Source: an optimization exercise on an open RTL-to-GDS flow (aim: small area, a short achievable clock period and few clock cycles per item). Production flows keep margins and buffers that such runs may drop.
The RTL was checked by simulation tests, not by an equivalence proof against the original design.
Power is estimated from default activity; no workload was simulated.

## wip/yarrow
// pkt_lkp_top
module pkt_lkp_top
(
    input  logic      clk,
    input  logic      rst_i,
    input  logic      b2c_pkt_vld_i,
    input  logic      b2c_pkt_lkp_en_i,
    input  pkt_lkp_pkg::lkp_info_t b2c_pkt_lkp_info_i,
    input  pkt_lkp_pkg::odr_id_t   b2c_pkt_odr_id_i,
    input  logic      b2c_pkt_so_i,
    input  pkt_lkp_pkg::payload_t  b2c_pkt_payload_i,
    output logic      c2b_pkt_rdy_o,
    output logic      c2a_lkp_vld_o,
    output pkt_lkp_pkg::lkp_info_t c2a_lkp_info_o,
    output pkt_lkp_pkg::req_id_t   c2a_lkp_req_id_o,
    input  logic      a2c_lkp_rdy_i,
    input  logic      a2c_lkp_rsp_vld_i,
    input  pkt_lkp_pkg::req_id_t   a2c_lkp_rsp_id_i,
    input  pkt_lkp_pkg::lkp_info_t a2c_lkp_rslt_i,
    output logic      c2d_pkt_vld_o,
    output pkt_lkp_pkg::lkp_info_t c2d_pkt_lkp_rslt_o,
    output pkt_lkp_pkg::odr_id_t   c2d_pkt_odr_id_o,
    output logic      c2d_pkt_so_o,
    output pkt_lkp_pkg::payload_t  c2d_pkt_payload_o,
    input  logic      d2c_pkt_rdy_i
);
export LEC_CHECK = 0
export CAP_MARGIN = 20
export CORE_MARGIN = 2
export CORE_UTILIZATION = 55
export CTS_CLUSTER_DIAMETER = 100
export CTS_CLUSTER_SIZE = 30
export SETUP_SLACK_MARGIN = 2.2
export SLEW_MARGIN = 20
export TNS_END_PERCENT = 100
create_clock -name core_clock -period 4.0 [get_ports {clk}]
standard.sh (not shown) runs the stock make flow with config.mk's settings and CLKGATE_MAP_FILE= SYNTH_SCRIPT=/design/flow/synth_recipe.tcl, a recipe that flattens the netlist after the stock synthesis.
==> flow/flow/run.sh <==
#!/bin/bash
# Standard layout, with plain buffers on the ports, footprint-free resizing
# and a clock tree of large clusters.
set -euo pipefail
bash standard.sh MATCH_CELL_FOOTPRINT=0 "BUFFER_PORTS_ARGS=-buffer_cell sky130_fd_sc_hd__buf_1" \
  "CTS_ARGS=-sink_clustering_enable -repair_clock_nets -sink_clustering_size 100 -sink_clustering_max_diameter 500 -buf_list sky130_fd_sc_hd__clkbuf_16 -root_buf sky130_fd_sc_hd__clkbuf_16" \
  finish > make_finish.log 2>&1
Testbench counts of wip/yarrow, summed over its fixed seeds: cycles 29,004, items 3,200.
#### Input delta (wip/fjord over wip/yarrow)
==> flow/flow/run.sh <==
#!/bin/bash
# Standard layout, with plain buffers on the ports and footprint-free resizing.
set -euo pipefail
bash standard.sh MATCH_CELL_FOOTPRINT=0 "BUFFER_PORTS_ARGS=-buffer_cell sky130_fd_sc_hd__buf_1" finish > make_finish.log 2>&1
-- flow/config.mk --
<<< wip/yarrow, line 9
export CORE_MARGIN = 2
export CORE_UTILIZATION = 55
export CTS_CLUSTER_DIAMETER = 100
>>> wip/fjord, line 9
export CORE_MARGIN = 2
export CORE_UTILIZATION = 40
export CTS_CLUSTER_DIAMETER = 100
Findings:
Taking wip/yarrow as the reference, in wip/fjord power of the clock network decreased about 23%, switching portion of total power went up by 3.0 points, relative contribution of combinational cells to total power went up 1.8 points, worst setup slack shows a reduction of 0.0074 ns, arrival time of the worst setup path about even. Clock skew essentially unchanged between wip/fjord and wip/yarrow.
## Diff of input files: wip/juniper against wip/fjord
-- flow/config.mk --
<<< wip/fjord, line 9
export CORE_MARGIN = 2
export CORE_UTILIZATION = 40
export CTS_CLUSTER_DIAMETER = 100
export CTS_CLUSTER_SIZE = 30
export SETUP_SLACK_MARGIN = 2.2
export SLEW_MARGIN = 20
>>> wip/juniper, line 9
export CORE_MARGIN = 2
export CORE_UTILIZATION = 55
export CTS_CLUSTER_DIAMETER = 100
export CTS_CLUSTER_SIZE = 30
export SETUP_SLACK_MARGIN = 2.4
export SLEW_MARGIN = 20
Lower switching power was reported by wip/fjord, not wip/juniper. Taking wip/fjord as the reference point, the total via count after detailed routing of wip/juniper rises by 246. wip/juniper vs wip/fjord — design area climbed by more than 10%. Diff wip/fjord -> wip/juniper: layout-stage area growth over the synthesis result increased by 30 points relative to the old numbers; internal reg-to-reg setup slack moved up; part of the total power dissipated in the clock network lower. wip/juniper ran to completion and came out clean on the timing, DRC and antenna checks. Cell count along the critical path is higher on wip/juniper. | clock-cell share of area | higher: wip/fjord |. The run showing the greater number of gates resized after cts is wip/juniper. Relative to wip/fjord, minimum setup slack in the final design has decreased by 0.041 ns in wip/juniper. wip/juniper ended with more routed length on met2 than wip/fjord.
Relative to wip/juniper, the following input files were edited for wip/zinc:
-- flow/config.mk --
<<< wip/juniper, line 12
export CTS_CLUSTER_SIZE = 30
export SETUP_SLACK_MARGIN = 2.4
export SLEW_MARGIN = 20
>>> wip/zinc, line 12
export CTS_CLUSTER_SIZE = 30
export SETUP_SLACK_MARGIN = 2.3
export SLEW_MARGIN = 20
[summary]
- Comparing wip/zinc with wip/juniper, the number of flip-flops and latches in the synthesized netlist came out essentially unchanged.
- The core of wip/zinc is less densely filled than that of wip/juniper.
- In wip/zinc the worst IR drop on VDD turned out about 4% lower than in wip/juniper.
- From wip/juniper to wip/zinc the numbers moved as follows: clock period minus final worst setup slack dropped 0.068 ns, share of power burned in combinational logic dropped 5.2 points, routing usage on met2 dropped 12 points, peak clock frequency supported by timing climbed 4.1%, iteration count of the initial detailed-routing pass climbed 1.
- Comparing wip/zinc against wip/juniper, there is no change at all in multiplexer share of the synthesized area.
- wip/juniper -> wip/zinc: via count decreased by a little under 10%
- wip/zinc ends up with lower final cell count without fillers than wip/juniper does.

-- port drivers added, routing unchanged --
No port has a modelled driver above. Below, the same layouts with a new extraction and two added sets of constraints.
Step 1 (the two cells are an assumption about what drives the block):
set clk [get_ports {clk}]
set_driving_cell -lib_cell sky130_fd_sc_hd__clkbuf_16 $clk
set_driving_cell -lib_cell sky130_fd_sc_hd__buf_2 [delete_from_list [all_inputs] $clk]
Step 2 also shifts input and output timing later by t, the mid clock arrival at the registers, as if the neighbouring blocks saw the same clock.
a / b / c = ideal / step 1 / step 2; a / b = the first two.
| run | t (ns) | slack for setup (ns) | worst setup path at the end |
|---|---|---|---|
| wip/yarrow | 0.353 | 2.310 / 2.279 / 1.975 | input to register |
| wip/fjord | 0.369 | 2.303 / 2.273 / 2.052 | input to register |
| wip/juniper | 0.365 | 2.261 / 2.244 / 1.878 | input to register |
| wip/zinc | 0.365 | 2.330 / 2.299 / 2.011 | input to register |
After both steps setup and hold are still met in every run listed. For wip/juniper, which loses most, drivers alone change the setup slack by -0.017 ns; drivers and shift together by -0.383 ns.
